Context: an optimization exercise on an open-source flow, tuned for a short achievable clock period and few clock cycles. The choices shown serve that exercise and are no tape-out recipe. Only simulation tests tie the RTL to the original design; equivalence was not proved. Power figures rest on the tool's default switching activity, not on a simulated workload.

## P
==> module bypass_ctrl, before the edit <==
module bypass_ctrl (
	input  logic       dec_mul_i,
	input  logic       dec_uses_a_i,
	input  logic       dec_uses_b_i,
	input  logic [4:0] rs1_i,
	input  logic [4:0] rs2_i,
	input  logic       x2_alu_i,
	input  logic       x2_mul_i,
	input  logic [4:0] x2_rd_i,
	input  logic       x3_mul_i,
	input  logic [4:0] x3_rd_i,
	input  logic       alu_v_i,
	input  logic [4:0] alu_rd_i,
	input  logic       mul_v_i,
	input  logic [4:0] mul_rd_i,
	output logic [1:0] pend_a_o,
	output logic [1:0] pend_b_o,
	output logic [2:0] sel_a_o,
	output logic [2:0] sel_b_o,
	output logic       stall_o
);
	function automatic logic [1:0] pending(logic [4:0] src);
		pending[1] = alu_v_i && alu_rd_i == src;
		pending[0] = mul_v_i && mul_rd_i == src;
	endfunction
	function automatic logic [2:0] source(logic [4:0] src);
		logic newest;
		newest = (x2_alu_i || x2_mul_i) && x2_rd_i == src;
		source[2] = newest && x2_mul_i;
		source[1] = newest && x2_alu_i;
		source[0] = !newest && x3_mul_i && x3_rd_i == src;
	endfunction
	assign pend_a_o = pending(rs1_i);
	assign pend_b_o = pending(rs2_i);
	assign sel_a_o = source(rs1_i);
	assign sel_b_o = source(rs2_i);
	assign stall_o = (dec_mul_i && (sel_a_o[2] || sel_a_o[0] || sel_b_o[2] || sel_b_o[0])) ||
		(dec_uses_a_i && sel_a_o[2]) || (dec_uses_b_i && sel_b_o[2]);
endmodule
==> module exe_stage, before the edit <==
module exe_stage (
	input  logic        clk_i,
	input  logic        reset_i,
	input  logic        stall_i,
	input  logic        alu_i,
	input  logic        mul_i,
	input  logic        sw_i,
	input  logic        sub_i,
	input  logic        and_i,
	input  logic        or_i,
	input  logic        imm_sel_i,
	input  logic [4:0]  rd_i,
	input  logic [31:0] imm_i,
	input  logic [31:0] rs1_data_i,
	input  logic [31:0] rs2_data_i,
	input  logic [2:0]  sel_a_i,
	input  logic [2:0]  sel_b_i,
	input  logic [31:0] mul_q_i,
	output logic        mul_start_o,
	output logic [4:0]  x1_rd_o,
	output logic [31:0] mul_a_o,
	output logic [31:0] mul_b_o,
	output logic        x2_alu_o,
	output logic [4:0]  x2_rd_o,
	output logic        alu_v_o,
	output logic [4:0]  alu_rd_o,
	output logic [31:0] alu_q_o,
	output logic        mem_write_enable_o,
	output logic [19:0] mem_write_addr_o,
	output logic [31:0] mem_write_data_o
);
	logic        x1_alu;
	logic        x1_mul;
	logic        x1_sw;
	logic        x1_sub;
	logic        x1_and;
	logic        x1_or;
	logic        x1_imm_sel;
	logic [4:0]  x1_rd;
	logic [31:0] x1_imm;
	logic [31:0] x1_a;
	logic [31:0] x1_b;
	logic [2:0]  x1_sel_a;
	logic [2:0]  x1_sel_b;
	logic [31:0] a;
	logic [31:0] b;
	logic [31:0] b_arith;
	logic        x2_alu;
	logic        x2_sw;
	logic        x2_and;
	logic        x2_or;
	logic [4:0]  x2_rd;
	logic [31:0] x2_g;
	logic [31:0] x2_t;
	logic [31:0] x2_p;
	logic [31:0] x2_gs;
	logic [31:0] x2_ts;
	logic [31:0] carry;
	logic [31:0] borrow;
	logic [31:0] x2_data;
	logic        x2_sub;
	logic [31:0] sum;
	logic [31:0] diff;
	logic [31:0] result;
	always_ff @(posedge clk_i) begin
		if (reset_i) begin
			x1_alu <= 1'b0;
			x1_mul <= 1'b0;
			x1_sw <= 1'b0;
		end else begin
			x1_alu <= alu_i && !stall_i;
			x1_mul <= mul_i && !stall_i;
			x1_sw <= sw_i && !stall_i;
		end
	end
	always_ff @(posedge clk_i) begin
		x1_sub <= sub_i;
		x1_and <= and_i;
		x1_or <= or_i;
		x1_imm_sel <= imm_sel_i;
		x1_rd <= rd_i;
		x1_imm <= imm_i;
		x1_a <= rs1_data_i;
		x1_b <= rs2_data_i;
		x1_sel_a <= sel_a_i;
		x1_sel_b <= sel_b_i;
	end
	assign mul_a_o = x1_sel_a[1] ? alu_q_o : x1_a;
	assign mul_b_o = x1_sel_b[1] ? alu_q_o : x1_b;
	assign a = x1_sel_a[1] ? alu_q_o : x1_sel_a[0] ? mul_q_i : x1_a;
	assign b = x1_sel_b[1] ? alu_q_o : x1_sel_b[0] ? mul_q_i : x1_b;
	assign b_arith = x1_imm_sel ? x1_imm : b;
	always_ff @(posedge clk_i) begin
		if (reset_i) begin
			x2_alu <= 1'b0;
			x2_sw <= 1'b0;
		end else begin
			x2_alu <= x1_alu;
			x2_sw <= x1_sw;
		end
	end
	always_ff @(posedge clk_i) begin
		x2_sub <= x1_sub;
		x2_and <= x1_and;
		x2_or <= x1_or;
		x2_rd <= x1_rd;
		x2_g <= a & b_arith;
		x2_t <= a | b_arith;
		x2_p <= a ^ b_arith;
		x2_gs <= a & ~b;
		x2_ts <= a | ~b;
		x2_data <= b;
	end
	prefix_carry add_carry (
		.g_i (x2_g),
		.t_i (x2_t),
		.c_o (carry)
	);
	prefix_carry sub_carry (
		.g_i ({x2_gs[31:1], x2_ts[0]}),
		.t_i (x2_ts),
		.c_o (borrow)
	);
	assign sum = x2_p ^ {carry[30:0], 1'b0};
	assign diff = ~x2_p ^ {borrow[30:0], 1'b1};
	always_comb begin
		if (x2_and)
			result = x2_g;
		else if (x2_or)
			result = x2_t;
		else if (x2_sub)
			result = diff;
		else
			result = sum;
	end
	always_ff @(posedge clk_i) begin
		if (reset_i) begin
			alu_v_o <= 1'b0;
			mem_write_enable_o <= 1'b0;
		end else begin
			alu_v_o <= x2_alu;
			mem_write_enable_o <= x2_sw;
		end
	end
	always_ff @(posedge clk_i) begin
		alu_rd_o <= x2_rd;
		alu_q_o <= result;
	end
	always_ff @(posedge clk_i) begin
		mem_write_addr_o <= sum[19:0];
		mem_write_data_o <= x2_data;
	end
	assign mul_start_o = x1_mul;
	assign x1_rd_o = x1_rd;
	assign x2_alu_o = x2_alu;
	assign x2_rd_o = x2_rd;
endmodule
clock: 9.0 ns
lec_check: 0
cap_margin: 30
core_margin: 2
core_utilization: 45
cts_cluster_diameter: 80
cts_cluster_size: 25
place_density: 0.6
slew_margin: 30
standard.sh (not shown) runs the stock make flow with config.mk's settings and CLKGATE_MAP_FILE= SYNTH_SCRIPT=/design/flow/synth_recipe.tcl, a recipe that flattens the netlist after the stock synthesis.
==> flow/flow/run.sh <==
#!/bin/bash
# The standard layout, with the timing repair asked to leave more setup slack than the
# flow settings allow, so that it works on paths well inside the clock period. Constraints,
# clock period and every other step are the standard ones.
set -euo pipefail
bash standard.sh SETUP_SLACK_MARGIN=6.3 finish > standard_flow.log 2>&1
Testbench counts of P, summed over its fixed seeds: cycles 18,204.
Modified inputs, R compared to P
--- a/flow/design.v
+++ b/flow/design.v
@@ -248,11 +248,11 @@
 	endfunction
 	assign pend_a_o = pending(rs1_i);
 	assign pend_b_o = pending(rs2_i);
 	assign sel_a_o = source(rs1_i);
 	assign sel_b_o = source(rs2_i);
-	assign stall_o = (dec_mul_i && (sel_a_o[2] || sel_a_o[0] || sel_b_o[2] || sel_b_o[0])) ||
+	assign stall_o = (dec_mul_i && (sel_a_o != 3'b000 || sel_b_o != 3'b000)) ||
 		(dec_uses_a_i && sel_a_o[2]) || (dec_uses_b_i && sel_b_o[2]);
 endmodule
 `default_nettype wire
 `default_nettype none
 module exe_stage (
@@ -340,12 +340,12 @@
 		x1_a <= rs1_data_i;
 		x1_b <= rs2_data_i;
 		x1_sel_a <= sel_a_i;
 		x1_sel_b <= sel_b_i;
 	end
-	assign mul_a_o = x1_sel_a[1] ? alu_q_o : x1_a;
-	assign mul_b_o = x1_sel_b[1] ? alu_q_o : x1_b;
+	assign mul_a_o = x1_a;
+	assign mul_b_o = x1_b;
 	assign a = x1_sel_a[1] ? alu_q_o : x1_sel_a[0] ? mul_q_i : x1_a;
 	assign b = x1_sel_b[1] ? alu_q_o : x1_sel_b[0] ? mul_q_i : x1_b;
 	assign b_arith = x1_imm_sel ? x1_imm : b;
 	always_ff @(posedge clk_i) begin
 		if (reset_i) begin
==> results.txt <==
Worst hold margin was lower in P than in R.
Between R and P, it is R whose number of gates resized after CTS is lower, by 545.
From R to P, critical path depth did not move at all.
Internal cell power ends up lower on R.
Re number of filler instances in the final layout: R is 929 up on P.
Per the comparison of R with P, met3 wire length fell by about 23%, cell area power density decreased by 1.7 nW/um^2 relative to the old numbers.
Testbench counts of R, summed over its fixed seeds: cycles 18,319.

==> static timing again, ports no longer ideal <==
Ports are ideal in the flow. The routed layouts listed here were re-timed in OpenROAD.
Step 1 assumes that a clkbuf_16 drives the clock port and a buf_2 every other input.
Step 2 also shifts input and output timing later by t, the mid clock arrival at the registers, as if the neighbouring blocks saw the same clock.
Slacks: ideal ports / drivers / drivers and shift; pairs: ideal ports / drivers.
run	t (ns)	setup WS [ns]	slew at the worst register clock pin (ns)	worst data-port slew with drivers (ns)	cell pins on the clock port's net
P	0.914	5.791 / 5.699 / 5.451	0.11 / 0.11	0.20	1
R	0.912	5.867 / 5.772 / 5.551	0.11 / 0.11	0.04	1
After both steps setup and hold are still met in every run listed. For P, which loses most, drivers alone change the setup slack by -0.092 ns; drivers and shift together by -0.340 ns.
